Context: an optimization exercise on an open-source flow, tuned for small area, a short achievable clock period and few clock cycles per item. The choices shown serve that exercise and are no tape-out recipe.
In this exercise RTL edits were held to simulation tests only and were not proved equivalent to the original.

<file path="design.v">
package sw_pkg;
	localparam int PE_NUM = 8;
	localparam int PE_NUM_LOG = 4;
	localparam int MAX_T = 32;
	localparam int MAX_T_LOG = 6;
	localparam int SCORE_W = 12;
	localparam int VAL_W = 11;
	localparam int PARAM_W = 8;
	localparam int DEF_MATCH = 6;
	localparam int DEF_MISMATCH = 1;
	localparam int DEF_OPEN = 2;
	localparam int DEF_EXTEND = 1;
endpackage
`timescale 1ns/1ps
module sw_pe #(
	parameter int J = 1,
	parameter int WL = 8,
	parameter int W = 8
) (
	input  logic clk,
	input  logic rst_n,
	input  logic i_en,
	input  logic [1:0] i_s_base,
	input  logic [1:0] i_t_left,
	input  logic i_v_left,
	input  logic [WL-1:0] i_h_left,
	input  logic [WL-1:0] i_f_left,
	input  logic [WL-1:0] i_m_left,
	input  logic i_clear,
	input  logic i_fast,
	input  logic i_fast_hit,
	input  logic [sw_pkg::PARAM_W-1:0] i_ds1_next,
	input  logic [sw_pkg::PARAM_W-1:0] i_match_open,
	input  logic [sw_pkg::PARAM_W-1:0] i_match,
	input  logic [sw_pkg::PARAM_W:0] i_neg_mismatch,
	input  logic [sw_pkg::PARAM_W-1:0] i_open,
	input  logic [sw_pkg::PARAM_W-1:0] i_extend,
	output logic [1:0] o_t,
	output logic o_v,
	output logic [W-1:0] o_h,
	output logic [W-1:0] o_f,
	output logic [W-1:0] o_m
);
	localparam int PW = sw_pkg::PARAM_W;
	function automatic logic [W-1:0] sat_sub(input logic [W-1:0] a, input logic [PW-1:0] b);
		logic [W:0] d;
		d = {1'b0, a} - (W+1)'(b);
		sat_sub = d[W] ? '0 : d[W-1:0];
	endfunction
	function automatic logic uge(input logic [W-1:0] a, input logic [W-1:0] b);
		logic c;
		c = 1'b1;
		for (int i = 0; i < W; i++)
			c = (a[i] & ~b[i]) | ((a[i] | ~b[i]) & c);
		uge = c;
	endfunction
	function automatic logic [W-1:0] umax(input logic [W-1:0] a, input logic [W-1:0] b);
		umax = uge(b, a) ? b : a;
	endfunction
	logic [1:0] t_q;
	logic v_q;
	logic v_cur;
	logic [W-1:0] e_q;
	logic [W-1:0] ds;
	logic [W-1:0] f_in;
	logic [W-1:0] h;
	logic [W-1:0] ho;
	logic [W-1:0] e_n;
	logic [W-1:0] f_n;
	logic [W-1:0] h_n;
	logic act;
	always_ff @(posedge clk or negedge rst_n) begin
		if (!rst_n)
			v_q <= 1'b0;
		else
			v_q <= i_v_left;
	end
	always_ff @(posedge clk)
		t_q <= i_t_left;
	assign v_cur = (J == 1) ? (v_q | i_fast) : v_q;
	assign o_t = t_q;
	assign o_v = v_cur;
	assign act = v_cur & i_en;
	assign f_in = W'(i_f_left);
	if (J == 1) begin : g_first
		logic [W-1:0] ds_q;
		always_ff @(posedge clk)
			ds_q <= W'(i_ds1_next);
		assign ds = ds_q;
		always_comb begin
			if (!uge(e_q, ds)) begin
				h = ds;
				ho = sat_sub(ds, i_open);
			end else begin
				h = e_q;
				ho = sat_sub(e_q, i_open);
			end
		end
	end else begin : g_rest
		logic [W-1:0] ds_q;
		logic [W:0] ds_sum;
		logic sel_d;
		logic sel_e;
		assign ds_sum = (W+1)'(i_h_left) + ((i_t_left == i_s_base) ? (W+1)'(i_match)
			: {{(W-PW){i_neg_mismatch[PW]}}, i_neg_mismatch});
		always_ff @(posedge clk) begin
			if (J == 2 && i_fast)
				ds_q <= i_fast_hit ? W'(i_match) : '0;
			else
				ds_q <= ds_sum[W] ? '0 : ds_sum[W-1:0];
		end
		assign ds = ds_q;
		assign sel_d = uge(ds, e_q) & uge(ds, f_in);
		assign sel_e = uge(e_q, f_in);
		always_comb begin
			if (sel_d) begin
				h = ds;
				ho = sat_sub(ds, i_open);
			end else if (sel_e) begin
				h = e_q;
				ho = sat_sub(e_q, i_open);
			end else begin
				h = f_in;
				ho = sat_sub(f_in, i_open);
			end
		end
	end
	always_comb begin
		e_n = act ? umax(ho, sat_sub(e_q, i_extend)) : '0;
		if (J == 1)
			f_n = act ? ho : '0;
		else
			f_n = act ? umax(ho, sat_sub(f_in, i_extend)) : '0;
		h_n = act ? h : '0;
		if (J == 1 && i_fast) begin
			e_n = i_fast_hit ? W'(i_match_open) : '0;
			f_n = e_n;
			h_n = i_fast_hit ? W'(i_match) : '0;
		end
	end
	always_ff @(posedge clk)
		e_q <= e_n;
	if (J < sw_pkg::PE_NUM) begin : g_out
		always_ff @(posedge clk) begin
			o_h <= h_n;
			o_f <= f_n;
		end
	end else begin : g_noout
		assign o_h = '0;
		assign o_f = '0;
	end
	if (J == 1) begin : g_m1
		assign o_m = o_h;
	end else if (J < sw_pkg::PE_NUM) begin : g_m
		always_ff @(posedge clk)
			o_m <= umax(W'(i_m_left), h_n);
	end else begin : g_mlast
		always_ff @(posedge clk) begin
			if (i_clear)
				o_m <= '0;
			else
				o_m <= umax(umax(o_m, W'(i_m_left)), h_n);
		end
	end
endmodule
`timescale 1ns/1ps
module t_store (
	input  logic clk,
	input  logic i_we,
	input  logic [sw_pkg::MAX_T_LOG-2:0] i_waddr,
	input  logic [1:0] i_base,
	input  logic [sw_pkg::MAX_T_LOG-2:0] i_raddr,
	output logic [1:0] o_base,
	output logic [1:0] o_base0,
	output logic [1:0] o_base1
);
	logic [1:0] mem [0:sw_pkg::MAX_T-1];
	always_ff @(posedge clk) begin
		if (i_we)
			mem[i_waddr] <= i_base;
	end
	assign o_base = mem[i_raddr];
	assign o_base0 = mem[0];
	assign o_base1 = mem[1];
endmodule
`timescale 1ns/1ps
module pe_array (
	input  logic clk,
	input  logic rst_n,
	input  logic i_clear,
	input  logic [sw_pkg::PE_NUM*2-1:0] i_s,
	input  logic [sw_pkg::PE_NUM_LOG-1:0] i_s_len,
	input  logic [1:0] i_t_base,
	input  logic i_t_valid,
	input  logic i_fast,
	input  logic [3:0] i_fast_s,
	input  logic i_fast_en,
	input  logic [sw_pkg::PARAM_W-1:0] i_match_open,
	input  logic [sw_pkg::PARAM_W-1:0] i_match,
	input  logic [sw_pkg::PARAM_W-1:0] i_ds1_next,
	input  logic [sw_pkg::PARAM_W:0] i_neg_mismatch,
	input  logic [sw_pkg::PARAM_W-1:0] i_open,
	input  logic [sw_pkg::PARAM_W-1:0] i_extend,
	output logic [sw_pkg::VAL_W-1:0] o_result
);
	localparam int W = sw_pkg::VAL_W;
	localparam int NL = sw_pkg::PE_NUM_LOG;
	function automatic int wid(input int k);
		wid = (k <= 1) ? 8 : (k == 2) ? 9 : (k <= 4) ? 10 : 11;
	endfunction
	logic [1:0] t_chain [0:sw_pkg::PE_NUM];
	logic v_chain [0:sw_pkg::PE_NUM];
	logic [W-1:0] h_chain [0:sw_pkg::PE_NUM];
	logic [W-1:0] f_chain [0:sw_pkg::PE_NUM];
	logic [W-1:0] m_chain [0:sw_pkg::PE_NUM];
	logic [1:0] fast_hit;
	assign fast_hit[0] = (t_chain[1] == i_fast_s[1:0]) & i_fast_en;
	assign fast_hit[1] = (t_chain[1] == i_fast_s[3:2]);
	assign t_chain[0] = i_t_base;
	assign v_chain[0] = i_t_valid;
	assign h_chain[0] = '0;
	assign f_chain[0] = '0;
	assign m_chain[0] = '0;
	for (genvar k = 0; k < sw_pkg::PE_NUM; k++) begin : g_pe
		sw_pe #(.J(k + 1), .WL(wid(k)), .W(wid(k + 1))) u_pe (
			.clk        (clk),
			.rst_n      (rst_n),
			.i_en       (i_s_len > NL'(k)),
			.i_s_base   (i_s[2*k+1:2*k]),
			.i_t_left   (t_chain[k]),
			.i_v_left   (v_chain[k]),
			.i_h_left   (h_chain[k][wid(k)-1:0]),
			.i_f_left   (f_chain[k][wid(k)-1:0]),
			.i_m_left   (m_chain[k][wid(k)-1:0]),
			.i_clear    (i_clear),
			.i_fast     (i_fast),
			.i_fast_hit (fast_hit[k < 2 ? k : 1]),
			.i_match_open (i_match_open),
			.i_match    (i_match),
			.i_ds1_next (i_ds1_next),
			.i_neg_mismatch (i_neg_mismatch),
			.i_open     (i_open),
			.i_extend   (i_extend),
			.o_t        (t_chain[k+1]),
			.o_v        (v_chain[k+1]),
			.o_h        (h_chain[k+1][wid(k+1)-1:0]),
			.o_f        (f_chain[k+1][wid(k+1)-1:0]),
			.o_m        (m_chain[k+1][wid(k+1)-1:0])
		);
		if (wid(k + 1) < W) begin : g_pad
			assign h_chain[k+1][W-1:wid(k+1)] = '0;
			assign f_chain[k+1][W-1:wid(k+1)] = '0;
			assign m_chain[k+1][W-1:wid(k+1)] = '0;
		end
	end
	assign o_result = m_chain[sw_pkg::PE_NUM];
endmodule
`timescale 1ns/1ps
module sw_top (
	input  logic clk,
	input  logic rst_n,
	input  logic i_set_t,
	input  logic [sw_pkg::MAX_T_LOG-1:0] i_t_len,
	input  logic [1:0] i_t_base,
	input  logic i_t_valid,
	output logic o_t_ready,
	input  logic i_start_cal,
	input  logic [sw_pkg::PE_NUM*2-1:0] i_s,
	input  logic [sw_pkg::PE_NUM_LOG-1:0] i_s_len,
	input  logic [sw_pkg::PARAM_W-1:0] i_match,
	input  logic [sw_pkg::PARAM_W-1:0] i_mismatch,
	input  logic [sw_pkg::PARAM_W-1:0] i_gap_open,
	input  logic [sw_pkg::PARAM_W-1:0] i_gap_extend,
	input  logic i_param_valid,
	output logic o_busy,
	output logic signed [sw_pkg::SCORE_W-1:0] o_result,
	output logic o_valid
);
	localparam int TL = sw_pkg::MAX_T_LOG;
	localparam int PW = sw_pkg::PARAM_W;
	logic loading;
	logic loaded;
	logic calc;
	logic [TL-2:0] lenm1;
	logic [TL-2:0] wptr;
	logic [TL-1:0] cnt;
	logic [TL-2:0] lenm1_in;
	logic [sw_pkg::PE_NUM*2-1:0] s_q;
	logic [sw_pkg::PE_NUM_LOG-1:0] s_len_q;
	logic [PW-1:0] match_q;
	logic [PW-1:0] mismatch_q;
	logic [PW-1:0] open_q;
	logic [PW-1:0] extend_q;
	logic start;
	logic fast;
	logic [1:0] mem_base;
	logic [1:0] mem_base0;
	logic [1:0] mem_base1;
	logic playing;
	logic [PW-1:0] ds1_next;
	logic [PW-1:0] match_open;
	logic accept;
	logic last_accept;
	logic done;
	logic head_valid;
	logic [1:0] head_base;
	logic [sw_pkg::VAL_W-1:0] result;
	always_comb begin
		if (i_t_len == '0)
			lenm1_in = '0;
		else if (i_t_len > TL'(sw_pkg::MAX_T))
			lenm1_in = '1;
		else
			lenm1_in = (TL-1)'(i_t_len - TL'(1));
	end
	assign start = i_start_cal & loaded;
	assign fast = start & !i_param_valid;
	assign accept = loading & i_t_valid;
	assign last_accept = accept & (wptr == lenm1);
	assign done = calc & (cnt == {1'b0, lenm1} + TL'(8));
	assign playing = calc & (cnt <= {1'b0, lenm1});
	assign head_valid = fast ? (lenm1 != '0) : (start | playing);
	always_comb begin
		if (loading && wptr == '0)
			head_base = i_t_base;
		else if (fast)
			head_base = mem_base1;
		else if (playing)
			head_base = mem_base;
		else
			head_base = mem_base0;
	end
	logic [PW-1:0] ds1_fast;
	logic [PW-1:0] ds1_play;
	logic [PW-1:0] ds1_idle;
	assign ds1_fast = (mem_base1 == i_s[1:0]) ? match_q : '0;
	assign ds1_play = (mem_base == s_q[1:0]) ? match_q : '0;
	assign ds1_idle = (mem_base0 == i_s[1:0]) ? (i_param_valid ? i_match : match_q) : '0;
	always_comb begin
		if (fast)
			ds1_next = ds1_fast;
		else if (playing)
			ds1_next = ds1_play;
		else
			ds1_next = ds1_idle;
	end
	assign match_open = (match_q > open_q) ? match_q - open_q : '0;
	always_ff @(posedge clk or negedge rst_n) begin
		if (!rst_n) begin
			loading <= 1'b0;
			loaded <= 1'b0;
			calc <= 1'b0;
			cnt <= '0;
			o_busy <= 1'b0;
			o_valid <= 1'b0;
		end else begin
			o_valid <= done;
			o_busy <= i_set_t | start | (loading & !last_accept) | calc;
			if (i_set_t) begin
				loading <= 1'b1;
				loaded <= 1'b0;
			end else if (last_accept) begin
				loading <= 1'b0;
				loaded <= 1'b1;
			end
			if (start) begin
				calc <= 1'b1;
				cnt <= fast ? TL'(2) : TL'(1);
			end else if (done) begin
				calc <= 1'b0;
				cnt <= '0;
			end else if (calc) begin
				cnt <= cnt + TL'(1);
			end
		end
	end
	always_ff @(posedge clk) begin
		if (i_set_t) begin
			lenm1 <= lenm1_in;
			wptr <= '0;
		end else if (accept) begin
			wptr <= wptr + (TL-1)'(1);
		end
		if (i_start_cal) begin
			s_q <= i_s;
			s_len_q <= i_s_len;
		end
	end
	always_ff @(posedge clk or negedge rst_n) begin
		if (!rst_n) begin
			match_q <= PW'(sw_pkg::DEF_MATCH);
			mismatch_q <= PW'(sw_pkg::DEF_MISMATCH);
			open_q <= PW'(sw_pkg::DEF_OPEN);
			extend_q <= PW'(sw_pkg::DEF_EXTEND);
		end else if (i_param_valid) begin
			match_q <= i_match;
			mismatch_q <= i_mismatch;
			open_q <= i_gap_open;
			extend_q <= i_gap_extend;
		end
	end
	assign o_t_ready = loading;
	t_store u_t_store (
		.clk     (clk),
		.i_we    (loading),
		.i_waddr (wptr),
		.i_base  (i_t_base),
		.i_raddr (cnt[TL-2:0]),
		.o_base  (mem_base),
		.o_base0 (mem_base0),
		.o_base1 (mem_base1)
	);
	pe_array u_pe_array (
		.clk        (clk),
		.rst_n      (rst_n),
		.i_clear    (start),
		.i_s        (s_q),
		.i_s_len    (s_len_q),
		.i_t_base   (head_base),
		.i_t_valid  (head_valid),
		.i_fast     (fast),
		.i_fast_s   (i_s[3:0]),
		.i_fast_en  (i_s_len != '0),
		.i_match_open (match_open),
		.i_match    (match_q),
		.i_ds1_next (ds1_next),
		.i_neg_mismatch (-{1'b0, mismatch_q}),
		.i_open     (open_q),
		.i_extend   (extend_q),
		.o_result   (result)
	);
	assign o_result = {1'b0, result};
endmodule
</file>
<file path="flow/run.sh">
#!/bin/bash
# Standard layout, with buf_4 port buffers and repair_timing aiming for more
# setup slack than the 0 ns default.
set -euo pipefail
bash standard.sh SETUP_SLACK_MARGIN=13.2 "BUFFER_PORTS_ARGS=-buffer_cell sky130_fd_sc_hd__buf_4" finish > standard_flow.log 2>&1
</file>
<file path="standard.sh">
#!/bin/bash
# synth_recipe.tcl (not shown) runs the flow's synth.tcl, then flattens the netlist and writes it again
# the make line also repeats each setting of config.mk as NAME=value (left out here)
make -C /OpenROAD-flow-scripts/flow DESIGN_CONFIG=/design/flow/config.mk WORK_HOME=/design/flow/orfs CLKGATE_MAP_FILE= SYNTH_SCRIPT=/design/flow/synth_recipe.tcl "${@:-finish}"
</file>
<file path="config.mk">
export PLATFORM = sky130hd
export DESIGN_NAME = sw_top
export DESIGN_NICKNAME = sw_top
export VERILOG_FILES = /design/flow/design.v
export SDC_FILE = /design/flow/constraint.sdc
export NUM_CORES = 4
export LEC_CHECK = 0
export ABC_AREA = 1
export CAP_MARGIN = 20
export CORE_MARGIN = 2
export CORE_UTILIZATION = 60
export CTS_BUF_LIST = sky130_fd_sc_hd__clkbuf_4
export SLEW_MARGIN = 20
</file>
<file path="constraint.sdc">
create_clock -name core_clock -period 18.0 [get_ports {clk}]
set_input_delay 3.6000 -clock core_clock [delete_from_list [all_inputs] [get_ports {clk}]]
set_output_delay 3.6000 -clock core_clock [all_outputs]
set_load 0.01 [all_outputs]
</file>
==> run notes, run 1 <==
gr usage total=0.3772; global-route wire length before repair=233200 um; max_cap viols=0; deepest clock path buffer count=3; clk_skew=101.0 ps; num rows=slightly above 100; met1 Usage GRT=0.4974; Worst Setup SP=o_busy$_DFF_PN0_; worst path arrival time=1650 ps; Seq/Total Area, Yosys=0.2558; Initial DRC Count=~4400; vias per cell=5.696; CP endpoint kind=output port; critical path fanouts, max=1; 1st-pass router iterations=6; cell class contributing the biggest share of worst-path delay=flip-flops; status=timing/DRC/antenna clean; placed cell count=between 8000 and 9000; Largest stage delay, worst path=420 ps; layout cells sized above 1=0.08602; crit path kind=flip-flop to output port; worst skew pair latency=roughly 1100 ps; antenna violations before repair=7; worst path bufs/invs=1; Die Y=281.8 um; area used by multi-input combinational logic=between 0.02 and 0.03 sq mm; RSZ-0062 raised after global routing=true; vias in the first global route=42920; grt peak-use layer=met2; Initial Utilization=0.6075; TritonCTS clock tree=built; Setup TNS Final=0 ps; Synth warnings=21; clk sinks=534; nets=7736; Async SR Flop Fraction=0.09551; Req. time, crit path=14400 ps; grt ovf=0; grt met2 use=0.5887; maximum clock frequency=190.6 MHz; per-cell routed wire length=roughly 18 um; Yosys reg bits=534; Worst-path clk slew=60 ps; met3 Use GR=0.07855; syn_area_per_cell=6.498 sq um; CTS Buf Count=149; Layout Cells excl Fill=8381; I/O Buffers=79; Final Slew Violations=0; worst reg2reg startpoint=open_q[2]$_DFFE_PN0P_; Area Overhead vs Synth=7.735%; Post-synth EDFFs=89; Max H-tree Level=4; setup violators final=0; syn nets=about 7600; minimum clock period=5245 ps; largest net degree at the start of global routing=63; Netlist cell types=71; width of the die=281.8 um; Final period util=0.2914; via count=about 48000; hold_sp=u_pe_array.g_pe[3].u_pe.t_q[1]$_DFF_P_; Post-Synthesis Cells=7124; worst-margin pin slew=951.8 ps; post-route ant nets=0; CP max stage cell=dfrtp_1; core box area=about 0.076 sq mm; top_reg_cell synth=dfxtp_1; critical-path cell list=buf_6; Synth Cell Area=0.04629 sq mm; fill count=7285; worst min path class=flip-flop to flip-flop; register area=roughly 0.012 sq mm; post-detail-place hpwl=~110000 um; Max-slew headroom=0.3600; Die ar.=~0.08 sq mm; IO Pins=81; Final Hold Viols=0; gp weighted congestion=0.9952; DR DRC count=0; drt total wl=152100 um; critical path launch point type=flip-flop; Root Buffer=clkbuf_4
## layout make-up
type                       instances  area share
antenna                            4   0.0002007
clock buffer                     211     0.03176
inverter                        1145     0.08673
sequential                       534      0.2380
timing repair inverter             2   0.0002007
tap                             1030     0.02584
multi-input combinational       5290      0.5919
clock inverter                    51    0.006247
timing repair buffer             114     0.01909
## Yosys cell counts (38+ instances only)
library cell	n	area [sq um]
a21oi_1	459	2297
buf_2	38	190.2
clkbuf_1	73	274.0
dfrtp_1	46	1151
dfxtp_1	394	7888
edfxtp_1	89	2673
fa_1	45	900.9
ha_1	389	4867
inv_1	1122	4212
nand2_1	1741	6535
nand3_1	643	3218
nand3b_1	44	330.3
nand4_1	67	419.2
nor2_1	629	2361
nor3_1	70	350.3
o211ai_1	59	442.9
o21ai_0	355	1777
o21bai_1	61	457.9
o22ai_1	116	725.7
or2_2	147	919.6
xnor2_1	51	446.7
xor2_1	113	989.7
## cells in the final DEF, fill, tap and decap left out, types with 109 or more instances in the layout
cell type  instances
o21ai_0          351
a21oi_1          459
nor2_1           626
nand3_1          636
clkbuf_4         211
nand2_1         1738
ha_1             389
xor2_1           109
or2_2            147
o22ai_1          116
dfxtp_1          383
inv_1           1108
## sequential cells by signal (all words and copies together) (netlist names)
register                           count
match_q                                8
loaded                                 1
u_pe_array.g_pe.u_pe.v_q               8
calc                                   1
o_busy                                 1
wptr                                   5
lenm1                                  5
u_pe_array.g_pe.u_pe.g_rest.ds_q      73
s_q                                   16
u_pe_array.g_pe.u_pe.g_first.ds_q      8
o_valid                                1
extend_q                               8
u_t_store.mem                         64
open_q                                 8
cnt                                    6
u_pe_array.g_pe.u_pe.o_h              70
mismatch_q                             8
u_pe_array.g_pe.u_pe.o_f              70
s_len_q                                4
u_pe_array.g_pe.u_pe.e_q              81
u_pe_array.g_pe.u_pe.o_m              73
u_pe_array.g_pe.u_pe.t_q              14
loading                                1
## through the flow
step                        util  setup slack (ps)  hold slack [ps]  area, sq um
after floorplan                -             13210            347.2        46320
after global placement    0.6243             11600            355.1        47570
after detailed placement  0.6244             11590            357.1        47580
after CTS                 0.6509             12680            361.0        49600
after global routing      0.6544             12710            371.0        49870
final                     0.6545             12750            359.9        49870
## final timing paths
check                                                             to  slack [ps]  cells after the start
setup / recovery                                              o_busy       12750                      1
hold / removal                u_pe_array.g_pe[4].u_pe.t_q[1]$_DFF_P_         360                      0
setup reg to reg           u_pe_array.g_pe[1].u_pe.o_f[6]$_SDFF_PN0_       13540                     23
hold reg to reg               u_pe_array.g_pe[4].u_pe.t_q[1]$_DFF_P_         360                      0
max in group asynchronous                    extend_q[1]$_DFFE_PN0P_       14810                      1
min in group asynchronous                        loading$_DFFE_PN0P_        2550                      1
## routing by layer
metal,up-vias,wire [um]
met2,1979,65750
met3,464,13700
met5,-,65
met4,8,7412
met1,21590,65140
li1,23700,-
## cell families after synthesis
| group | after synthesis | share of synthesized area |
|---|---|---|
| other | 1 | 0.00008101 |
| and+or+nand+nor | 3437 | 0.3211 |
| buffers and inverters | 1300 | 0.1105 |
| muxes | 5 | 0.001162 |
| AOI/OAI and AO/OA | 1249 | 0.1557 |
| adders and majority gates | 434 | 0.1246 |
| DFF | 534 | 0.2558 |
| xor gates and xnor gates | 164 | 0.03103 |
## repair_timing
item	4_1_cts	5_1_grt
gates resized for setup	32	39
hold endpoints to repair	0	0
buffers inserted	4	4
hold buffers	0	0
endpoints found under the setup margin	55	187
pin swaps	0	1
gates cloned	1	1
Testbench counts, summed over its fixed seeds: cycles 17,102, items 576.
==> run 2, diff against run 1 <==
--- a/config.mk
+++ b/config.mk
@@ -10,4 +10,3 @@
 export CORE_MARGIN = 2
-export CORE_UTILIZATION = 60
-export CTS_BUF_LIST = sky130_fd_sc_hd__clkbuf_4
+export CORE_UTILIZATION = 55
 export SLEW_MARGIN = 20
==> run notes, run 2 <==
Simple-Gate Fraction of Synth Area=0.3211 (unchanged); most common cell after layout, fill and taps aside=nand2_1 (unchanged); CP endpoint kind=output port (unchanged); Synth Cell Area=0.04629 sq mm (unchanged); Root Buffer=clkbuf_16 (was clkbuf_4); 1st-pass router iterations=8 (was 6); per-cell routed wire length=18.91 um (was 18.14 um); Final Slew Violations=0 (unchanged); WHS=359.9 ps (about the same); largest net degree at the start of global routing=63 (unchanged); maximum clock frequency=208.2 MHz (was 190.6 MHz); CTS Buf Count=66 (was 149); cell class contributing the biggest share of worst-path delay=flip-flops (unchanged); critical path fanouts, max=2 (was 1); RSZ-0062 raised after global routing=true (unchanged); worst skew pair latency=640 ps (was 1090 ps); DR DRC count=0 (unchanged); CP max stage cell=dfxtp_4 (was dfrtp_1); multiplexer share of the synthesized area=0.001162 (unchanged); Async SR Flop Fraction=0.09551 (unchanged); num rows=106 (was 101); deepest clock path buffer count=3 (unchanged); Post-Synthesis Cells=7124 (unchanged); Setup TNS Final=0 ps (unchanged); grt ovf=0 (unchanged); via count=46850 (was 47740); top flop regs=u_pe_array.g_pe.u_pe.e_q (81), u_pe_array.g_pe.u_pe.g_rest.ds_q (73), u_pe_array.g_pe.u_pe.o_m (73) (unchanged); Biggest register=u_pe_array.g_pe.u_pe.e_q (unchanged); gp weighted congestion=0.9609 (was 0.9952); clk_skew=61.77 ps (was 101.0 ps); final instance area=0.05043 sq mm (was 0.04987 sq mm); Initial DRC Count=4330 (was 4389); top-area cell type share of the netlist area=0.1704 (unchanged); clk sinks=534 (unchanged); setup violators final=0 (unchanged); Post-synth top cells=nand2_1 (1741), inv_1 (1122), nand3_1 (643) (unchanged); post-detail-place hpwl=117300 um (was 114600 um); syn_area_per_cell=6.498 sq um (unchanged); top_reg_cell synth=dfxtp_1 (unchanged); status=timing/DRC/antenna clean (unchanged); critical path launch point type=flip-flop (unchanged); vias in the first global route=42430 (was 42920); minimum clock period=4804 ps (was 5245 ps); Layout Cells excl Fill=8294 (was 8381); crit path kind=flip-flop to output port (unchanged); Synth Area in Adders=0.1246 (unchanged); global-route wire length before repair=239300 um (was 233200 um); Netlist cell types=71 (unchanged); Seq/Total Area, Yosys=0.2558 (unchanged); core box area=0.08356 sq mm (was 0.07620 sq mm); most frequent cells in the layout=nand2_1 (1739), inv_1 (1111), nand3_1 (637), nor2_1 (626), a21oi_1 (458) (was nand2_1 (1738), inv_1 (1108), nand3_1 (636), nor2_1 (626), a21oi_1 (459)); Final Hold Viols=0 (unchanged); Synth area leader=dfxtp_1 (unchanged); largest family of logic cells by synthesized area=simple AND/OR/NAND/NOR gates (unchanged); Post-synth EDFFs=89 (unchanged); worst min path class=flip-flop to flip-flop (unchanged); Yosys reg bits=534 (unchanged); Final period util=0.2669 (was 0.2914); Cell Area, Placed=0.04771 sq mm (was 0.04758 sq mm); top cells by area, synth=dfxtp_1 (17%), nand2_1 (14%), ha_1 (11%), inv_1 (9.1%), nand3_1 (7.0%) (unchanged); worst path arrival time=1200 ps (was 1650 ps); Synth warnings=21 (unchanged); Die Y=294.1 um (was 281.8 um); Post-Synth XOR/XNOR Area=0.03103 (unchanged); post-route ant nets=0 (unchanged); Worst-path clk slew=60 ps (about the same); Die ar.=0.08650 sq mm (was 0.07939 sq mm); Area Overhead vs Synth=8.941% (was 7.735%); max reg flops=81 (unchanged); syn nets=7624 (unchanged); vias per cell=5.649 (was 5.696); Req. time, crit path=14400 ps (about the same); Initial Utilization=0.5540 (was 0.6075); worst path bufs/invs=1 (unchanged); I/O Buffers=79 (unchanged); worst-margin pin slew=1065 ps (was 951.8 ps); Max-slew headroom=0.2891 (was 0.3600); max_cap viols=0 (unchanged); drt total wl=156800 um (was 152100 um); gr usage total=0.3558 (was 0.3772); nets=7661 (was 7736); TritonCTS clock tree=built (unchanged); critical-path cell list=buf_6 (unchanged); placed cell count=8162 (was 8104); layout cells sized above 1=0.06891 (was 0.08602); IO Pins=81 (unchanged); Synth Area in Compound Gates=0.1557 (unchanged); most common cell in the netlist=nand2_1 (unchanged); Largest stage delay, worst path=430 ps (was 420 ps); width of the die=294.1 um (was 281.8 um); antenna violations before repair=4 (was 7); Max H-tree Level=3 (was 4)
[run 2: cell types whose count changed in the layout (fill, tap and decap cells not counted), sizes merged]
cell / before / now
clkbuf: 211 / 87
inv: 1139 / 1138
clkinv: 49 / 22
diode: 4 / 2
buf: 114 / 122
bufinv: 0 / 9
[run 2: timing repair]
action                     CTS  global route
pin swaps                    1             1
hold buffers                 0             0
setup endpoints to repair  143           203
gates cloned                 1             1
resized for setup           19            45
setup buffers                7             2
[run 2: cell type report]
type / instances / area, sq um
Fill cell: 8177 / 33120
Multi-Input combinational cell: 5290 / 29530
Sequential cell: 534 / 11850
Inverter: 1145 / 4327
Clock buffer: 87 / 1832
Tap cell: 1080 / 1351
Timing Repair Buffer: 122 / 993.5
Clock inverter: 32 / 530.5
Timing Repair inverter: 2 / 10.01
Antenna cell: 2 / 5.005
[run 2: worst paths after layout]
check / startpoint / to / slack, ps / cells after the start
max: u_pe_array.g_pe[7].u_pe.o_m[10]$_SDFF_PP0_ / o_result[10] / 13200 / 1
min: u_pe_array.g_pe[3].u_pe.t_q[1]$_DFF_P_ / u_pe_array.g_pe[4].u_pe.t_q[1]$_DFF_P_ / 360 / 0
max reg2reg: open_q[5]$_DFFE_PN0P_ / u_pe_array.g_pe[6].u_pe.e_q[8]$_SDFF_PN0_ / 13560 / 24
min reg2reg: u_pe_array.g_pe[3].u_pe.t_q[1]$_DFF_P_ / u_pe_array.g_pe[4].u_pe.t_q[1]$_DFF_P_ / 360 / 0
max in group asynchronous: rst_n / match_q[7]$_DFF_PN0_ / 14490 / 1
min in group asynchronous: rst_n / loading$_DFFE_PN0P_ / 2990 / 1
[run 2: through the flow]
step           setup slack [ps]  utilization
2_1_floorplan             13210            -
3_3_place_gp              11360       0.5709
5_1_grt                   13170       0.6035
4_1_cts                   13160       0.6009
3_5_place_dp              11330       0.5710
6_report                  13200       0.6036
[run 2: cell families (layout without fill, tap and decap cells)]
kind of cell | after synthesis | in the layout
and+or+nand+nor | 3437 | 3437
buffers and inverters | 1300 | 1388
AOI/OAI and AO/OA | 1249 | 1249
DFF | 534 | 534
adders and majority gates | 434 | 434
xor gates and xnor gates | 164 | 164
muxes | 5 | 5
other | 1 | 3
[run 2: metal layers]
layer	vias up	global-route usage	part of all wire
li1	23440	-	-
met1	21230	0.4746	0.43
met2	1819	0.5682	0.44
met3	367	0.05204	0.080
met4	2	0.1626	0.048
met5	-	0	0.000083
==> run 3, diff against run 2 <==
--- a/design.v
+++ b/design.v
@@ -161,3 +161,3 @@
 			else
-				o_m <= umax(umax(o_m, W'(i_m_left)), h_n);
+				o_m <= umax(umax(o_m, v_cur ? W'(i_m_left) : '0), h_n);
 		end
==> run notes, run 3 <==
DR DRC count=0 (unchanged); worst path bufs/invs=1 (unchanged); final instance area=0.05018 sq mm (was 0.05043 sq mm); r2r setup slk=13500 ps (was 13560 ps); per-cell routed wire length=19.36 um (was 18.91 um); grt ovf=0 (unchanged); Initial Utilization=0.5538 (was 0.5540); top-area cell type share of the netlist area=0.1710 (was 0.1704); Async SR Flop Fraction=0.09551 (unchanged); post-route ant nets=0 (unchanged); I/O Buffers=79 (unchanged); critical-path cell list=buf_6 (unchanged); placed cell count=8048 (was 8162); Cell Area, Placed=0.04744 sq mm (was 0.04771 sq mm); syn_area_per_cell=6.580 sq um (was 6.498 sq um); crit path kind=flip-flop to output port (unchanged); Hold Path Sink=u_pe_array.g_pe[6].u_pe.t_q[1]$_DFF_P_ (was u_pe_array.g_pe[4].u_pe.t_q[1]$_DFF_P_); Synth warnings=21 (unchanged); most common cell in the netlist=nand2_1 (unchanged); Req. time, crit path=14400 ps (about the same); gr usage total=0.3608 (was 0.3558); worst path arrival time=1180 ps (was 1200 ps); worst-margin pin slew=1007 ps (was 1065 ps); worst r2r dst=u_pe_array.g_pe[5].u_pe.o_f[4]$_SDFF_PN0_ (was u_pe_array.g_pe[6].u_pe.e_q[8]$_SDFF_PN0_); top flop regs=u_pe_array.g_pe.u_pe.e_q (81), u_pe_array.g_pe.u_pe.g_rest.ds_q (73), u_pe_array.g_pe.u_pe.o_m (73) (unchanged); Synth Cell Area=0.04613 sq mm (was 0.04629 sq mm); Worst Hold Depth=0 (unchanged); syn nets=7510 (was 7624); antenna violations before repair=6 (was 4); worst reg-to-reg path cell count=24 (unchanged); Largest stage delay, worst path=430 ps (about the same); top_reg_cell synth=dfxtp_1 (unchanged); critical path fanouts, max=2 (unchanged); largest net degree at the start of global routing=63 (unchanged); Synth area leader=dfxtp_1 (unchanged); worst min path class=flip-flop to flip-flop (unchanged); vias in the first global route=41980 (was 42430); Root Buffer=clkbuf_16 (unchanged); worst reg2reg startpoint=open_q[3]$_DFFE_PN0P_ (was open_q[5]$_DFFE_PN0P_); cell class contributing the biggest share of worst-path delay=flip-flops (unchanged); Post-Place Setup Slack=11590 ps (was 11330 ps); vias per cell=5.680 (was 5.649); Die Y=293.6 um (was 294.1 um); deepest clock path buffer count=3 (unchanged); most common cell after layout, fill and taps aside=nand2_1 (unchanged); Ant. Diodes=0 (was 2); Seq/Total Area, Yosys=0.2567 (was 0.2558); Worst-path clk slew=60 ps (about the same); layout cells sized above 1=0.07577 (was 0.06891); worst skew pair latency=650 ps (was 640 ps); Final Hold Viols=0 (unchanged); maximum clock frequency=209.1 MHz (was 208.2 MHz); Max H-tree Level=3 (unchanged); setup violators final=0 (unchanged); RSZ-0062 raised after global routing=true (unchanged); Setup TNS Final=0 ps (unchanged); Yosys reg bits=534 (unchanged); drt total wl=158300 um (was 156800 um); status=timing/DRC/antenna clean (unchanged); width of the die=293.6 um (was 294.1 um); clk_skew=49.79 ps (was 61.77 ps); top cells by area, synth=dfxtp_1 (17%), nand2_1 (13%), ha_1 (11%), inv_1 (8.5%), nand3_1 (7.2%) (was dfxtp_1 (17%), nand2_1 (14%), ha_1 (11%), inv_1 (9.1%), nand3_1 (7.0%)); Final Slew Violations=0 (unchanged); Netlist cell types=84 (was 71); 1st-pass router iterations=7 (was 8); Final Worst Setup Slack=13220 ps (was 13200 ps); CP endpoint kind=output port (unchanged); Max-slew headroom=0.3265 (was 0.2891); Biggest register=u_pe_array.g_pe.u_pe.e_q (unchanged); Final period util=0.2657 (was 0.2669); global-route wire length before repair=241500 um (was 239300 um); CP max stage cell=dfrtp_2 (was dfxtp_4); critical path launch point type=flip-flop (unchanged); Post-synth EDFFs=89 (unchanged); Die ar.=0.08620 sq mm (was 0.08650 sq mm); Layout Cells excl Fill=8180 (was 8294); Area Overhead vs Synth=8.791% (was 8.941%); minimum clock period=4783 ps (was 4804 ps); via count=46460 (was 46850); nets=7547 (was 7661); Initial DRC Count=4123 (was 4330); clk sinks=534 (unchanged); core box area=0.08329 sq mm (was 0.08356 sq mm); max reg flops=81 (unchanged); CTS Buf Count=67 (was 66); max_cap viols=0 (unchanged); gp weighted congestion=0.9600 (was 0.9609); IO Pins=81 (unchanged); TritonCTS clock tree=built (unchanged); Post-Synthesis Cells=7010 (was 7124); hold_sp=u_pe_array.g_pe[5].u_pe.t_q[1]$_DFF_P_ (was u_pe_array.g_pe[3].u_pe.t_q[1]$_DFF_P_); post-detail-place hpwl=120500 um (was 117300 um); num rows=106 (unchanged); Post-synth top cells=nand2_1 (1652), inv_1 (1048), nand3_1 (668) (was nand2_1 (1741), inv_1 (1122), nand3_1 (643)); most frequent cells in the layout=nand2_1 (1646), inv_1 (1038), nand3_1 (663), nor2_1 (642), a21oi_1 (428) (was nand2_1 (1739), inv_1 (1111), nand3_1 (637), nor2_1 (626), a21oi_1 (458))
==> run 3: cell count changes after synthesis, sizes merged, moves of 18 or more <==
cell	before	now
nand2	1769	1698
inv	1138	1077
nand3	658	688
a21oi	459	431
nor2	631	650
o211ai	60	42
o21ai	394	412
==> run 3: layout make-up <==
type	count	area, sq um
clock inverter	39	510.5
timing repair buffer	111	939.7
inverter	1087	4105
sequential	534	11860
multi-input combinational	5246	29580
tap	1080	1351
fill	8183	33110
clock buffer	83	1839
==> run 3: how the worst max path moves through the flow <==
stage | from | to | slack [ps] | cells after the start
2_1_floorplan | i_start_cal | u_pe_array.g_pe[0].u_pe.e_q[7]$_DFF_P_ | 13220 | 8
3_3_place_gp | i_start_cal | u_pe_array.g_pe[0].u_pe.o_h[2]$_DFF_P_ | 11640 | 8
3_5_place_dp | i_start_cal | u_pe_array.g_pe[0].u_pe.o_h[6]$_DFF_P_ | 11590 | 8
4_1_cts | loading$_DFFE_PN0P_ | o_t_ready | 13180 | 1
5_1_grt | loading$_DFFE_PN0P_ | o_t_ready | 13180 | 1
6_report | loading$_DFFE_PN0P_ | o_t_ready | 13220 | 1
==> run 3: routing by layer <==
metal  up-vias  part of all wire  GRT usage
met5         -           0.00021          0
met4         6             0.038     0.1197
met3       295             0.089    0.05982
met2      1783              0.43     0.5574
met1     21220              0.45     0.5106
li1      23160                 -          -
==> run 3: through the flow <==
stage	utilization	hold WS, ps
CTS	0.5991	363.1
finish	0.6025	360.8
global route	0.6025	366.7
global placement	0.5695	354.1
detailed placement	0.5695	355.1
floorplan	-	347.2
==> run 3: logic make-up after synthesis <==
family,count (synthesis),share of synthesized area
flops,534,0.2567
compound gates,1219,0.1530
mux,4,0.0009493
buf+inv,1231,0.1065
fa+ha+maj,434,0.1250
other cells,1,0.00008129
xor+xnor,172,0.03266
simple gates,3415,0.3250
==> run 3: repair_timing <==
| action | CTS | global route |
|---|---|---|
| endpoints found under the hold margin | 0 | 0 |
| gates cloned | 0 | 2 |
| resized for setup | 25 | 57 |
| hold buffers | 0 | 0 |
| buffers inserted | 4 | 4 |
| pin swaps | 0 | 3 |
| setup endpoints to repair | 147 | 183 |
Testbench counts of run 3, summed over its fixed seeds: cycles 17,102, items 576.
==> run 4, diff against run 3 <==
--- a/design.v
+++ b/design.v
@@ -161,3 +161,3 @@
 			else
-				o_m <= umax(umax(o_m, v_cur ? W'(i_m_left) : '0), h_n);
+				o_m <= umax(umax(o_m, W'(i_m_left)), h_n);
 		end
==> flow/run.sh (replaced) <==
#!/bin/bash
# Standard layout, with buf_4 port buffers, larger clock-tree sink clusters
# without dummy loads, and repair_timing aiming for more setup slack than the
# 0 ns default.
set -euo pipefail
bash standard.sh SETUP_SLACK_MARGIN=13.2 \
  "BUFFER_PORTS_ARGS=-buffer_cell sky130_fd_sc_hd__buf_4" \
  "CTS_ARGS=-sink_clustering_enable -repair_clock_nets -sink_clustering_size 22 -sink_clustering_max_diameter 90 -dont_use_dummy_load" \
  finish > standard_flow.log 2>&1
==> run notes, run 4 <==
Final Worst Setup Slack=13240 ps (was 13220 ps); most common cell in the netlist=nand2_1 (unchanged); nets=7632 (was 7547); most common cell after layout, fill and taps aside=nand2_1 (unchanged); Die ar.=0.08650 sq mm (was 0.08620 sq mm); cell class contributing the biggest share of worst-path delay=flip-flops (unchanged); critical path launch point type=flip-flop (unchanged); status=timing/DRC/antenna clean (unchanged); Post-synth top cells=nand2_1 (1741), inv_1 (1122), nand3_1 (643) (was nand2_1 (1652), inv_1 (1048), nand3_1 (668)); top flop regs=u_pe_array.g_pe.u_pe.e_q (81), u_pe_array.g_pe.u_pe.g_rest.ds_q (73), u_pe_array.g_pe.u_pe.o_m (73) (unchanged); drt total wl=155300 um (was 158300 um); Worst-path clk slew=90 ps (was 60 ps); worst-margin pin slew=1030 ps (was 1007 ps); critical-path cell list=buf_4 (was buf_6); worst skew pair latency=590 ps (was 650 ps); vias in the first global route=41820 (was 41980); Seq/Total Area, Yosys=0.2558 (was 0.2567); top cells by area, synth=dfxtp_1 (17%), nand2_1 (14%), ha_1 (11%), inv_1 (9.1%), nand3_1 (7.0%) (was dfxtp_1 (17%), nand2_1 (13%), ha_1 (11%), inv_1 (8.5%), nand3_1 (7.2%)); global-route wire length before repair=237000 um (was 241500 um); worst min path class=flip-flop to flip-flop (unchanged); clk sinks=534 (unchanged); Req. time, crit path=14400 ps (about the same); Largest stage delay, worst path=430 ps (about the same); Die Y=294.1 um (was 293.6 um); top_reg_cell synth=dfxtp_1 (unchanged); 1st-pass router iterations=11 (was 7); most frequent cells in the layout=nand2_1 (1738), inv_1 (1111), nand3_1 (637), nor2_1 (625), a21oi_1 (458) (was nand2_1 (1646), inv_1 (1038), nand3_1 (663), nor2_1 (642), a21oi_1 (428)); post-detail-place hpwl=117300 um (was 120500 um); max_cap viols=0 (unchanged); Post-Synthesis Cells=7124 (was 7010); TritonCTS clock tree=built (unchanged); Final Slew Violations=0 (unchanged); I/O Buffers=79 (unchanged); Cell Area, Placed=0.04771 sq mm (was 0.04744 sq mm); Yosys reg bits=534 (unchanged); placed cell count=8162 (was 8048); crit path kind=flip-flop to output port (unchanged); largest net degree at the start of global routing=63 (unchanged); layout cells sized above 1=0.06059 (was 0.07577); Final period util=0.2644 (was 0.2657); Max-slew headroom=0.3121 (was 0.3265); Setup TNS Final=0 ps (unchanged); minimum clock period=4758 ps (was 4783 ps); area used by multi-input combinational logic=0.02954 sq mm (was 0.02958 sq mm); post-route ant nets=0 (unchanged); gp weighted congestion=0.9609 (was 0.9600); Netlist cell types=71 (was 84); width of the die=294.1 um (was 293.6 um); Post-Place Setup Slack=11330 ps (was 11590 ps); Biggest register=u_pe_array.g_pe.u_pe.e_q (unchanged); syn_area_per_cell=6.498 sq um (was 6.580 sq um); Post-synth EDFFs=89 (unchanged); fill count=8333 (was 8183); grt ovf=0 (unchanged); Async SR Flop Fraction=0.09551 (unchanged); gr usage total=0.3515 (was 0.3608); critical path fanouts, max=2 (unchanged); num rows=106 (unchanged); IO Pins=81 (unchanged); clk_skew=50.74 ps (was 49.79 ps); DR DRC count=0 (unchanged); Max H-tree Level=2 (was 3); Root Buffer=clkbuf_16 (unchanged); Area Overhead vs Synth=5.817% (was 8.791%); Layout Cells excl Fill=8211 (was 8180); CP max stage cell=dfxtp_4 (was dfrtp_2); CTS Buf Count=37 (was 67); CP endpoint kind=output port (unchanged); syn nets=7624 (was 7510); worst path bufs/invs=1 (unchanged); setup violators final=0 (unchanged); Synth warnings=21 (unchanged); max reg flops=81 (unchanged); core box area=0.08356 sq mm (was 0.08329 sq mm); register area=0.01185 sq mm (was 0.01186 sq mm); via count=46480 (was 46460); per-cell routed wire length=18.92 um (was 19.36 um); vias per cell=5.661 (was 5.680); Initial DRC Count=4240 (was 4123); Synth area leader=dfxtp_1 (unchanged); maximum clock frequency=210.2 MHz (was 209.1 MHz); final instance area=0.04898 sq mm (was 0.05018 sq mm); worst path arrival time=1160 ps (was 1180 ps); Post-CTS Hold Buffers=0 (unchanged); Synth Cell Area=0.04629 sq mm (was 0.04613 sq mm); RSZ-0062 raised after global routing=true (unchanged); top-area cell type share of the netlist area=0.1704 (was 0.1710); deepest clock path buffer count=3 (unchanged); Initial Utilization=0.5540 (was 0.5538); Final Hold Viols=0 (unchanged); antenna violations before repair=4 (was 6)
-- run 4: cell types whose count changed after synthesis, sizes merged, moves of 11 or more --
cell / delta
nand3: -30
o211ai: +18
nor2: -19
o21ai: -18
nand2: +71
and2: -11
a211oi: -15
o22ai: -16
a21oi: +28
inv: +61
-- run 4: path summary, 6_finish.rpt --
path / slack (ps) / cells past startpoint / from / to
setup reg to reg: 13520 / 25 / open_q[4]$_DFFE_PN0P_ / u_pe_array.g_pe[4].u_pe.e_q[5]$_SDFF_PN0_
min in group asynchronous: 3060 / 1 / rst_n / loading$_DFFE_PN0P_
hold / removal: 360 / 0 / u_pe_array.g_pe[1].u_pe.t_q[1]$_DFF_P_ / u_pe_array.g_pe[2].u_pe.t_q[1]$_DFF_P_
max in group asynchronous: 14420 / 1 / rst_n / open_q[0]$_DFFE_PN0P_
hold reg to reg: 360 / 0 / u_pe_array.g_pe[1].u_pe.t_q[1]$_DFF_P_ / u_pe_array.g_pe[2].u_pe.t_q[1]$_DFF_P_
setup / recovery: 13240 / 1 / u_pe_array.g_pe[7].u_pe.o_m[10]$_SDFF_PP0_ / o_result[10]
-- run 4: final cells by class --
class | instances | area share
antenna | 1 | 0.00005109
clock buffer | 37 | 0.01890
inverter | 1145 | 0.08833
multi-input combinational | 5290 | 0.6030
sequential | 534 | 0.2419
tap | 1080 | 0.02759
timing repair buffer | 122 | 0.02003
timing repair inverter | 2 | 0.0002043
-- run 4: routing by layer --
layer / global-route usage / part of all wire
met1: 0.4748 / 0.44
met3: 0.04502 / 0.077
met5: 0 / 0
met2: 0.5678 / 0.44
met4: 0.1415 / 0.045
-- run 4: timing repair --
action / 4_1_cts / 5_1_grt
gates resized for setup: 17 / 46
pin swaps: 1 / 1
buffers inserted: 8 / 1
endpoints found under the setup margin: 137 / 211
cloned: 1 / 1
-- run 4: per-stage QoR --
| stage | utilization | hold slack, ps |
|---|---|---|
| floorplan | - | 347.2 |
| finish | 0.5863 | 363.0 |
| detailed placement | 0.5710 | 355.4 |
| CTS | 0.5837 | 363.0 |
| global placement | 0.5709 | 350.6 |
| global route | 0.5862 | 361.3 |
-- run 4: cell families after synthesis --
kind of cell,after synthesis,synth area share
muxes,5,0.001162
buffers and inverters,1300,0.1105
adders and majority gates,434,0.1246
xor gates and xnor gates,164,0.03103
DFF,534,0.2558
and+or+nand+nor,3437,0.3211
AOI/OAI and AO/OA,1249,0.1557
other,1,0.00008101
Testbench counts of run 4, summed over its fixed seeds: cycles 17,102, items 576.
==> run 5, diff against run 4 <==
--- a/design.v
+++ b/design.v
@@ -161,3 +161,3 @@
 			else
-				o_m <= umax(umax(o_m, W'(i_m_left)), h_n);
+				o_m <= umax(umax(o_m, v_cur ? W'(i_m_left) : '0), h_n);
 		end
==> run notes, run 5 <==
maximum clock frequency=208.1 MHz (was 210.2 MHz); grt ovf=0 (unchanged); gp weighted congestion=0.9600 (was 0.9609); width of the die=293.6 um (was 294.1 um); worst-margin pin slew=999.1 ps (was 1030 ps); status=timing/DRC/antenna clean (unchanged); Ant. Diodes=0 (was 1); Layout Cells excl Fill=8097 (was 8211); CTS Buf Count=38 (was 37); Biggest register=u_pe_array.g_pe.u_pe.e_q (unchanged); r2r setup slk=13530 ps (was 13520 ps); area used by multi-input combinational logic=0.02962 sq mm (was 0.02954 sq mm); I/O Buffers=79 (unchanged); Initial Utilization=0.5538 (was 0.5540); Synth warnings=21 (unchanged); Post-synth EDFFs=89 (unchanged); num rows=106 (unchanged); Root Buffer=clkbuf_16 (unchanged); global-route wire length before repair=239600 um (was 237000 um); critical-path cell list=buf_6 (was buf_4); layout cells sized above 1=0.06712 (was 0.06059); top_reg_cell synth=dfxtp_1 (unchanged); syn_area_per_cell=6.580 sq um (was 6.498 sq um); Req. time, crit path=14400 ps (about the same); Final Hold Viols=0 (unchanged); post-detail-place hpwl=120500 um (was 117300 um); Final Slew Violations=0 (unchanged); Post-synth top cells=nand2_1 (1652), inv_1 (1048), nand3_1 (668) (was nand2_1 (1741), inv_1 (1122), nand3_1 (643)); clk sinks=534 (unchanged); most common cell after layout, fill and taps aside=nand2_1 (unchanged); Seq/Total Area, Yosys=0.2567 (was 0.2558); Largest stage delay, worst path=450 ps (was 430 ps); per-cell routed wire length=19.41 um (was 18.92 um); largest net degree at the start of global routing=63 (unchanged); Setup TNS Final=0 ps (unchanged); CP max stage cell=dfrtp_2 (was dfxtp_4); TritonCTS clock tree=built (unchanged); deepest clock path buffer count=3 (unchanged); register area=0.01186 sq mm (was 0.01185 sq mm); setup violators final=0 (unchanged); Initial DRC Count=3805 (was 4240); top-area cell type share of the netlist area=0.1710 (was 0.1704); nets=7519 (was 7632); max_cap viols=0 (unchanged); IO Pins=81 (unchanged); syn nets=7510 (was 7624); minimum clock period=4807 ps (was 4758 ps); Yosys reg bits=534 (unchanged); top flop regs=u_pe_array.g_pe.u_pe.e_q (81), u_pe_array.g_pe.u_pe.g_rest.ds_q (73), u_pe_array.g_pe.u_pe.o_m (73) (unchanged); worst reg2reg startpoint=open_q[1]$_DFFE_PN1P_ (was open_q[4]$_DFFE_PN0P_); Post-Synthesis Cells=7010 (was 7124); critical path launch point type=flip-flop (unchanged); top cells by area, synth=dfxtp_1 (17%), nand2_1 (13%), ha_1 (11%), inv_1 (8.5%), nand3_1 (7.2%) (was dfxtp_1 (17%), nand2_1 (14%), ha_1 (11%), inv_1 (9.1%), nand3_1 (7.0%)); Synth area leader=dfxtp_1 (unchanged); cell class contributing the biggest share of worst-path delay=flip-flops (unchanged); antenna violations before repair=2 (was 4); 1st-pass router iterations=9 (was 11); Die Y=293.6 um (was 294.1 um); core box area=0.08329 sq mm (was 0.08356 sq mm); Post-CTS Hold Buffers=0 (unchanged); RSZ-0062 raised after global routing=true (unchanged); Max H-tree Level=2 (unchanged); Die ar.=0.08620 sq mm (was 0.08650 sq mm); fill count=8323 (was 8333); drt total wl=157200 um (was 155300 um); DR DRC count=0 (unchanged); gr usage total=0.3573 (was 0.3515); critical path fanouts, max=2 (unchanged); via count=46080 (was 46480); most frequent cells in the layout=nand2_1 (1645), inv_1 (1038), nand3_1 (663), nor2_1 (643), a21oi_1 (428) (was nand2_1 (1738), inv_1 (1111), nand3_1 (637), nor2_1 (625), a21oi_1 (458)); post-route ant nets=0 (unchanged); Worst Setup SP=loading$_DFFE_PN0P_ (was u_pe_array.g_pe[7].u_pe.o_m[10]$_SDFF_PP0_); hold_sp=u_pe_array.g_pe[5].u_pe.t_q[1]$_DFF_P_ (was u_pe_array.g_pe[1].u_pe.t_q[1]$_DFF_P_); Max-slew headroom=0.3317 (was 0.3121); most common cell in the netlist=nand2_1 (unchanged); Worst-path clk slew=90 ps (about the same); Area Overhead vs Synth=5.870% (was 5.817%); crit path kind=flip-flop to output port (unchanged); worst path bufs/invs=1 (unchanged); Final period util=0.2670 (was 0.2644); worst min path class=flip-flop to flip-flop (unchanged); vias per cell=5.691 (was 5.661); clk_skew=77.10 ps (was 50.74 ps); Async SR Flop Fraction=0.09551 (unchanged); placed cell count=8048 (was 8162); Netlist cell types=84 (was 71); vias in the first global route=41520 (was 41820); CP endpoint kind=output port (unchanged); Synth Cell Area=0.04613 sq mm (was 0.04629 sq mm); max reg flops=81 (unchanged); worst path arrival time=1210 ps (was 1160 ps); worst skew pair latency=620 ps (was 590 ps)
## run 5: cell types whose count changed after synthesis, moves of 14 or more
cell / previous run / this run
nand3_1: 643 / 668
o22ai_1: 116 / 131
nor2_1: 629 / 646
a21oi_1: 459 / 429
inv_1: 1122 / 1048
nand2_1: 1741 / 1652
o211ai_1: 59 / 42
buf_6: 11 / 25
or2_2: 147 / 126
## run 5: stage by stage
step / hold WS [ps] / area (sq um) / util / setup WS, ps
after floorplan: 347.2 / 46150 / - / 13220
after global placement: 354.1 / 47440 / 0.5695 / 11640
after detailed placement: 355.1 / 47440 / 0.5695 / 11590
after CTS: 356.1 / 48530 / 0.5826 / 13170
after global routing: 368.1 / 48840 / 0.5863 / 13180
final: 350.3 / 48840 / 0.5863 / 13190
## run 5: logic make-up (layout without fill, tap and decap cells)
family	count (synthesis)	after routing	share of synthesized area
DFF	534	534	0.2567
xor gates and xnor gates	172	172	0.03266
other	1	1	0.00008129
and+or+nand+nor	3415	3416	0.3250
adders and majority gates	434	434	0.1250
muxes	4	4	0.0009493
AOI/OAI and AO/OA	1219	1219	0.1530
buffers and inverters	1231	1237	0.1065
## run 5: path summary, 6_finish.rpt
check | end | depth (start not counted)
max | o_t_ready | 1
min | u_pe_array.g_pe[6].u_pe.t_q[1]$_DFF_P_ | 0
max reg2reg | u_pe_array.g_pe[2].u_pe.e_q[6]$_SDFF_PN0_ | 27
min reg2reg | u_pe_array.g_pe[6].u_pe.t_q[1]$_DFF_P_ | 0
max in group asynchronous | open_q[0]$_DFFE_PN0P_ | 1
min in group asynchronous | u_pe_array.g_pe[3].u_pe.v_q$_DFF_PN0_ | 1
## run 5: layout make-up
cell class / instances / share of cell area
inverters: 1087 / 0.08406
well taps: 1080 / 0.02767
repair buffers: 112 / 0.01937
flip-flops and latches: 534 / 0.2429
clock buffers: 38 / 0.01947
multi-input cells: 5246 / 0.6066
## run 5: repair_timing
action	4_1_cts	5_1_grt
pin swaps	0	3
setup buffers	5	4
gates cloned	0	2
setup endpoints to repair	149	192
resized for setup	26	61
## run 5: layer usage
metal / vias up / GRT usage / share of wire
met5: - / 0 / 0.00031
met4: 4 / 0.1124 / 0.032
met3: 264 / 0.05982 / 0.087
met2: 1703 / 0.5554 / 0.43
met1: 21060 / 0.5050 / 0.45
li1: 23050 / - / -
Testbench counts of run 5, summed over its fixed seeds: cycles 17,102, items 576.
==> run 6, diff against run 5 <==
--- a/flow/run.sh
+++ b/flow/run.sh
@@ -7,3 +7,3 @@
   "BUFFER_PORTS_ARGS=-buffer_cell sky130_fd_sc_hd__buf_4" \
-  "CTS_ARGS=-sink_clustering_enable -repair_clock_nets -sink_clustering_size 22 -sink_clustering_max_diameter 90 -dont_use_dummy_load" \
+  "CTS_ARGS=-sink_clustering_enable -repair_clock_nets -sink_clustering_size 28 -sink_clustering_max_diameter 80 -dont_use_dummy_load" \
   finish > standard_flow.log 2>&1
==> run notes, run 6 <==
status=timing/DRC/antenna clean (unchanged); worst path bufs/invs=1 (unchanged); vias in the first global route=41500 (was 41520); most common cell in the netlist=nand2_1 (unchanged); most common cell after layout, fill and taps aside=nand2_1 (unchanged); worst-margin pin slew=1007 ps (was 999.1 ps); minimum clock period=4784 ps (was 4807 ps); per-cell routed wire length=19.33 um (was 19.41 um); syn nets=7510 (unchanged); Req. time, crit path=14400 ps (about the same); top-area cell type share of the netlist area=0.1710 (unchanged); Final Slew Violations=0 (unchanged); Final Hold Viols=0 (unchanged); Area Overhead vs Synth=5.984% (was 5.870%); Seq/Total Area, Yosys=0.2567 (unchanged); post-route ant nets=0 (unchanged); Die ar.=0.08620 sq mm (unchanged); maximum clock frequency=209.0 MHz (was 208.1 MHz); nets=7523 (was 7519); Post-Synthesis Cells=7010 (unchanged); Setup TNS Final=0 ps (unchanged); area used by multi-input combinational logic=0.02960 sq mm (was 0.02962 sq mm); top cells by area, synth=dfxtp_1 (17%), nand2_1 (13%), ha_1 (11%), inv_1 (8.5%), nand3_1 (7.2%) (unchanged); Yosys reg bits=534 (unchanged); via count=46160 (was 46080); gp weighted congestion=0.9600 (unchanged); clk_skew=64.77 ps (was 77.10 ps); IO Pins=81 (unchanged); 1st-pass router iterations=6 (was 9); Synth area leader=dfxtp_1 (unchanged); largest net degree at the start of global routing=63 (unchanged); CP max stage cell=dfxtp_1 (was dfrtp_2); Biggest register=u_pe_array.g_pe.u_pe.e_q (unchanged); Initial Utilization=0.5538 (unchanged); grt ovf=0 (unchanged); DR DRC count=0 (unchanged); Max-slew headroom=0.3262 (was 0.3317); top_reg_cell synth=dfxtp_1 (unchanged); RSZ-0062 raised after global routing=false (was true); max_cap viols=0 (unchanged); Netlist cell types=84 (unchanged); CTS Buf Count=40 (was 38); cell class contributing the biggest share of worst-path delay=flip-flops (unchanged); max reg flops=81 (unchanged); critical-path cell list=buf_4 (was buf_6); layout cells sized above 1=0.06708 (was 0.06712); num rows=106 (unchanged); worst skew pair latency=630 ps (was 620 ps); clk sinks=534 (unchanged); post-detail-place hpwl=120500 um (unchanged); Largest stage delay, worst path=450 ps (about the same); Die Y=293.6 um (unchanged); Post-synth EDFFs=89 (unchanged); vias per cell=5.697 (was 5.691); syn_area_per_cell=6.580 sq um (unchanged); fill count=8323 (unchanged); Post-synth top cells=nand2_1 (1652), inv_1 (1048), nand3_1 (668) (unchanged); worst path arrival time=1180 ps (was 1210 ps); critical path fanouts, max=4 (was 2); Synth warnings=21 (unchanged); TritonCTS clock tree=built (unchanged); most frequent cells in the layout=nand2_1 (1646), inv_1 (1038), nand3_1 (663), nor2_1 (643), a21oi_1 (428) (was nand2_1 (1645), inv_1 (1038), nand3_1 (663), nor2_1 (643), a21oi_1 (428)); Async SR Flop Fraction=0.09551 (unchanged); register area=0.01186 sq mm (about the same); critical path launch point type=flip-flop (unchanged); Worst-path clk slew=60 ps (was 90 ps); crit path kind=flip-flop to output port (unchanged); I/O Buffers=79 (unchanged); setup violators final=0 (unchanged); Post-Place Setup Slack=11590 ps (unchanged); deepest clock path buffer count=3 (unchanged); Initial DRC Count=3721 (was 3805); gr usage total=0.3564 (was 0.3573); antenna violations before repair=4 (was 2); Final period util=0.2658 (was 0.2670); drt total wl=156600 um (was 157200 um); core box area=0.08329 sq mm (unchanged); worst min path class=flip-flop to flip-flop (unchanged); Layout Cells excl Fill=8102 (was 8097); width of the die=293.6 um (unchanged); Root Buffer=clkbuf_16 (unchanged); placed cell count=8048 (unchanged); CP endpoint kind=output port (unchanged); Final Worst Setup Slack=13220 ps (was 13190 ps); global-route wire length before repair=239000 um (was 239600 um); Max H-tree Level=2 (unchanged); top flop regs=u_pe_array.g_pe.u_pe.e_q (81), u_pe_array.g_pe.u_pe.g_rest.ds_q (73), u_pe_array.g_pe.u_pe.o_m (73) (unchanged); Synth Cell Area=0.04613 sq mm (unchanged)
run 6: what timing repair did:
item / 4_1_cts / 5_1_grt
gates cloned: 0 / 2
pin swaps: 0 / 3
setup buffers: 7 / 4
hold buffers: 0 / 0
setup endpoints to repair: 147 / 183
gates resized for setup: 25 / 53
run 6: path summary, 6_finish.rpt:
kind | cells after the start | slack (ps) | startpoint | to
hold / removal | 0 | 370 | u_pe_array.g_pe[5].u_pe.t_q[0]$_DFF_P_ | u_pe_array.g_pe[6].u_pe.t_q[0]$_DFF_P_
setup / recovery | 1 | 13220 | u_pe_array.g_pe[7].u_pe.o_m[2]$_SDFF_PP0_ | o_result[2]
setup reg to reg | 23 | 13470 | open_q[6]$_DFFE_PN0P_ | u_pe_array.g_pe[4].u_pe.e_q[9]$_SDFF_PN0_
min in group asynchronous | 1 | 3050 | rst_n | u_pe_array.g_pe[4].u_pe.v_q$_DFF_PN0_
max in group asynchronous | 1 | 14240 | rst_n | open_q[0]$_DFFE_PN0P_
hold reg to reg | 0 | 370 | u_pe_array.g_pe[5].u_pe.t_q[0]$_DFF_P_ | u_pe_array.g_pe[6].u_pe.t_q[0]$_DFF_P_
run 6: cell type report:
cell class,count,area share
Clock buffer,40,0.02047
Antenna cell,1,0.00005118
Tap cell,1080,0.02764
Sequential cell,534,0.2425
Timing Repair Buffer,114,0.01994
Inverter,1087,0.08397
Multi-Input combinational cell,5246,0.6054
run 6: metal layers:
layer / track usage / wire length, um / vias to the layer above
met1: 0.5066 / 70600 / 21100
met5: 0 / 33 / -
met3: 0.05544 / 13480 / 268
li1: - / - / 23070
met2: 0.5522 / 66760 / 1720
met4: 0.1150 / 5700 / 6
run 6: cell families after synthesis:
kind of cell    synth area share
compound gates            0.1530
simple gates              0.3250
fa+ha+maj                 0.1250
xor+xnor                 0.03266
flops                     0.2567
buf+inv                   0.1065
mux                    0.0009493
other cells           0.00008129
run 6: stage by stage:
step / instance area (sq um) / hold WS [ps] / util
3_5_place_dp: 47440 / 355.1 / 0.5695
6_report: 48890 / 365.3 / 0.5870
4_1_cts: 48590 / 366.2 / 0.5834
5_1_grt: 48890 / 368.1 / 0.5869
3_3_place_gp: 47440 / 354.1 / 0.5695
2_1_floorplan: 46150 / 347.2 / -

==> re-timing with driven ports <==
The results above use ideal ports. As a check the final layouts listed here were re-extracted and re-timed, cells and wires unchanged. Step 1: set_driving_cell puts a clkbuf_16 on clk and a buf_2 on each other input, an assumption about the parent block. Step 2 adds t to the input delays and takes it off the output delays; t is the mean of the earliest and latest rising clock arrival at the registers after step 1. Input paths then give back, and output paths get back, about the clock's delay inside the block. a / b / c = no drivers / after step 1 / after step 2; a / b = the first two.
run	shift t [ns]	setup slack, ns	latest minus earliest clock arrival (ns)
run 1	1.110	12.755 / 12.683 / 12.370	0.106 / 0.106
run 2	0.688	13.196 / 13.122 / 12.663	0.063 / 0.064
run 3	0.695	13.217 / 13.144 / 12.669	0.050 / 0.050
run 4	0.639	13.242 / 13.167 / 12.707	0.056 / 0.056
run 5	0.663	13.194 / 13.118 / 12.727	0.083 / 0.083
run 6	0.678	13.216 / 13.141 / 12.745	0.077 / 0.076
After both steps every run listed still meets setup and hold. For run 3, which loses most, drivers alone change the setup slack by -0.073 ns; drivers and shift together by -0.548 ns.
